This is an optimization exercise on Yosys and OpenROAD, whose aim is small area, a short achievable clock period and few clock cycles per item, not a production implementation.
Where RTL was checked, it was by simulation tests only, not by an equivalence proof against the original.
Power and IR drop assume default switching activity.

Setup of old:
==> flow/design.v (excerpt) <==
module lru_page_reference_tracker_unit #(
  parameter  int KEY_SPACE  = lru_pkg::KEY_SPACE_DEF,
  parameter  int MAX_FRAMES = lru_pkg::MAX_FRAMES_DEF,
  localparam int KW         = $clog2(KEY_SPACE),
  localparam int CW         = $clog2(MAX_FRAMES + 1)
) (
  input  wire logic                      clk,
  input  wire logic                      rst_n,
  input  wire logic                      in_valid,
  output logic                           in_ready,
  input  wire logic [KW-1:0]             in_page_key,
  output logic                           out_valid,
  input  wire logic                      out_ready,
  output logic                           out_hit,
  output logic                           out_evicted,
  output logic [KW-1:0]                  out_evicted_key,
  output logic [CW-1:0]                  out_occupancy,
  input  wire logic                      cfg_valid,
  output logic                           cfg_ready,
  input  wire logic [lru_pkg::CFG_W-1:0] cfg_frames_in_use
);
  localparam int LW = $clog2(MAX_FRAMES);
  logic [LW-1:0] limm1_r;
  logic [LW-1:0] limm1_wr;
  logic          out_valid_r;
  logic          accept;
  always_comb begin
    if (cfg_frames_in_use == '0) begin
      limm1_wr = '0;
    end else if (cfg_frames_in_use > lru_pkg::CFG_W'(MAX_FRAMES)) begin
      limm1_wr = LW'(MAX_FRAMES - 1);
    end else begin
      limm1_wr = LW'(cfg_frames_in_use - 1'b1);
    end
  end
  assign cfg_ready = 1'b1;
  always_ff @(posedge clk) begin
    if (!rst_n) begin
      limm1_r <= LW'(lru_pkg::CFG_RESET - 1'b1);
    end else if (cfg_valid) begin
      limm1_r <= limm1_wr;
    end
  end
  assign in_ready = !out_valid_r || out_ready;
  assign accept   = in_valid && in_ready;
  lru_ctrl #(
    .KEY_SPACE  (KEY_SPACE),
    .MAX_FRAMES (MAX_FRAMES)
  ) u_ctrl (
    .clk             (clk),
    .rst_n           (rst_n),
    .accept          (accept),
  ...
Size in the first run: ~270 cells after synthesis.
==> module lru_ctrl, before the edit <==
module lru_ctrl #(
  parameter  int KEY_SPACE  = lru_pkg::KEY_SPACE_DEF,
  parameter  int MAX_FRAMES = lru_pkg::MAX_FRAMES_DEF,
  localparam int KW         = $clog2(KEY_SPACE),
  localparam int CW         = $clog2(MAX_FRAMES + 1)
) (
  input  wire logic                      clk,
  input  wire logic                      rst_n,
  input  wire logic                      accept,
  input  wire logic [KW-1:0]             in_key,
  input  wire logic [$clog2(MAX_FRAMES)-1:0] limm1,
  output logic                           res_hit,
  output logic                           res_evicted,
  output logic [KW-1:0]                  res_evicted_key,
  output logic [CW-1:0]                  occupancy
);
  logic [KW-1:0]         list_r [MAX_FRAMES];
  logic [CW-1:0]         count_r;
  logic [MAX_FRAMES-1:0] vld;
  logic [MAX_FRAMES-1:0] match;
  logic [MAX_FRAMES-1:0] shift;
  logic                  hit;
  logic                  full;
  logic [KW-1:0]         tail_key;
  logic                  hit_r;
  logic                  full_r;
  logic [KW-1:0]         tail_r;
  always_comb begin
    for (int i = 0; i < MAX_FRAMES; i++) begin
      vld[i]   = (count_r > CW'(i));
      match[i] = vld[i] && (list_r[i] == in_key);
    end
  end
  always_comb begin
    shift[0] = 1'b1;
    for (int i = 1; i < MAX_FRAMES; i++) begin
      shift[i] = shift[i-1] & ~match[i-1];
    end
  end
  assign hit  = |match;
  assign full = (count_r > CW'(limm1));
  always_comb begin
    tail_key = '0;
    for (int i = 0; i < MAX_FRAMES; i++) begin
      tail_key = tail_key | ({KW{count_r == CW'(i + 1)}} & list_r[i]);
    end
  end
  always_ff @(posedge clk) begin
    if (accept) begin
      list_r[0] <= in_key;
      for (int i = 1; i < MAX_FRAMES; i++) begin
        if (shift[i]) list_r[i] <= list_r[i-1];
      end
      hit_r           <= hit;
      full_r          <= full;
      tail_r          <= tail_key;
    end
  end
  always_ff @(posedge clk) begin
    if (!rst_n) begin
      count_r <= '0;
    end else if (accept && !hit && !full) begin
      count_r <= CW'(count_r + 1'b1);
    end
  end
  assign res_hit         = hit_r;
  assign res_evicted     = ~hit_r & full_r;
  assign res_evicted_key = {KW{~hit_r & full_r}} & tail_r;
  assign occupancy       = count_r;
endmodule
make LEC_CHECK=0 CAP_MARGIN=20 CORE_MARGIN=2 CORE_UTILIZATION=40 PLACE_DENSITY=0.6 SETUP_SLACK_MARGIN=3 SLEW_MARGIN=20 TNS_END_PERCENT=0 finish   # period 5.5 ns
run.sh (not shown) runs the stock make flow with config.mk's settings and CLKGATE_MAP_FILE= SYNTH_SCRIPT=/design/flow/synth_recipe.tcl, a recipe that flattens the netlist after the stock synthesis.
For new, these inputs were changed with respect to old:
-- flow/design.v --
<<< old, line 34
  logic                  full;
  logic [KW-1:0]         tail_key;
  logic                  hit_r;
  logic                  full_r;
  logic [KW-1:0]         tail_r;
  always_comb begin
>>> new, line 34
  logic                  full;
  logic [KW-1:0]         tail_key;
  logic [KW-1:0]         tail_r;
  always_comb begin
<<< old, line 63
        if (shift[i]) list_r[i] <= list_r[i-1];
      end
      hit_r           <= hit;
      full_r          <= full;
      tail_r          <= tail_key;
    end
>>> new, line 61
        if (shift[i]) list_r[i] <= list_r[i-1];
      end
      res_hit         <= hit;
      res_evicted     <= ~hit & full;
      tail_r          <= tail_key;
    end
<<< old, line 75
    end
  end
  assign res_hit         = hit_r;
  assign res_evicted     = ~hit_r & full_r;
  assign res_evicted_key = {KW{~hit_r & full_r}} & tail_r;
  assign occupancy       = count_r;
endmodule
>>> new, line 73
    end
  end
  assign res_evicted_key = {KW{res_evicted}} & tail_r;
  assign occupancy       = count_r;
endmodule
Results
Taking old as the reference, in new global-route met2 utilization saw an increase, power in sequential cells saw an increase. Relative to old, least setup slack across all paths after layout has increased by 0.12 ns in new. Sequential share of layout area (lower): old. On cell area, old loses to new. The final critical-path share of the clock period of new falls short of that of old by 2.1 points. old and new all finish clean. Of the two values seen for launching element of the worst setup path, u_ctrl.hit_r$_DFFE_PP_ was produced by old and u_ctrl.count_r[2]$_SDFFE_PN0P_ by new.
Testbench counts of new, summed over its fixed seeds: cycles 16,512, items 16,384.
The RTL of old was laid out without a check of its function.

## re-timing with driven ports
No port has a modelled driver above. Below, the same layouts with a new extraction and two added sets of constraints.
Step 1 (the two cells are an assumption about what drives the block):
set clk [get_ports {clk}]
set_driving_cell -lib_cell sky130_fd_sc_hd__clkbuf_16 $clk
set_driving_cell -lib_cell sky130_fd_sc_hd__buf_2 [delete_from_list [all_inputs] $clk]
Step 2, shift: input delay + t, output delay - t, t = (earliest + latest rising clock arrival at the registers) / 2. This alone moves slack from input paths to output paths.
a / b / c = ideal ports / drivers / drivers and shift; a / b = the first two.
run	t (ns)	slack for setup (ns)	hold WS [ns]	worst register clock-pin slew, ns
old	0.370	2.784 / 2.753 / 2.464	0.512 / 0.512 / 0.512	0.07 / 0.07
new	0.379	2.902 / 2.872 / 2.560	0.504 / 0.504 / 0.504	0.07 / 0.07
After both steps setup and hold are still met in every run listed. The setup slack of new, which loses most, moves by -0.030 ns with the drivers and by -0.342 ns with both steps.
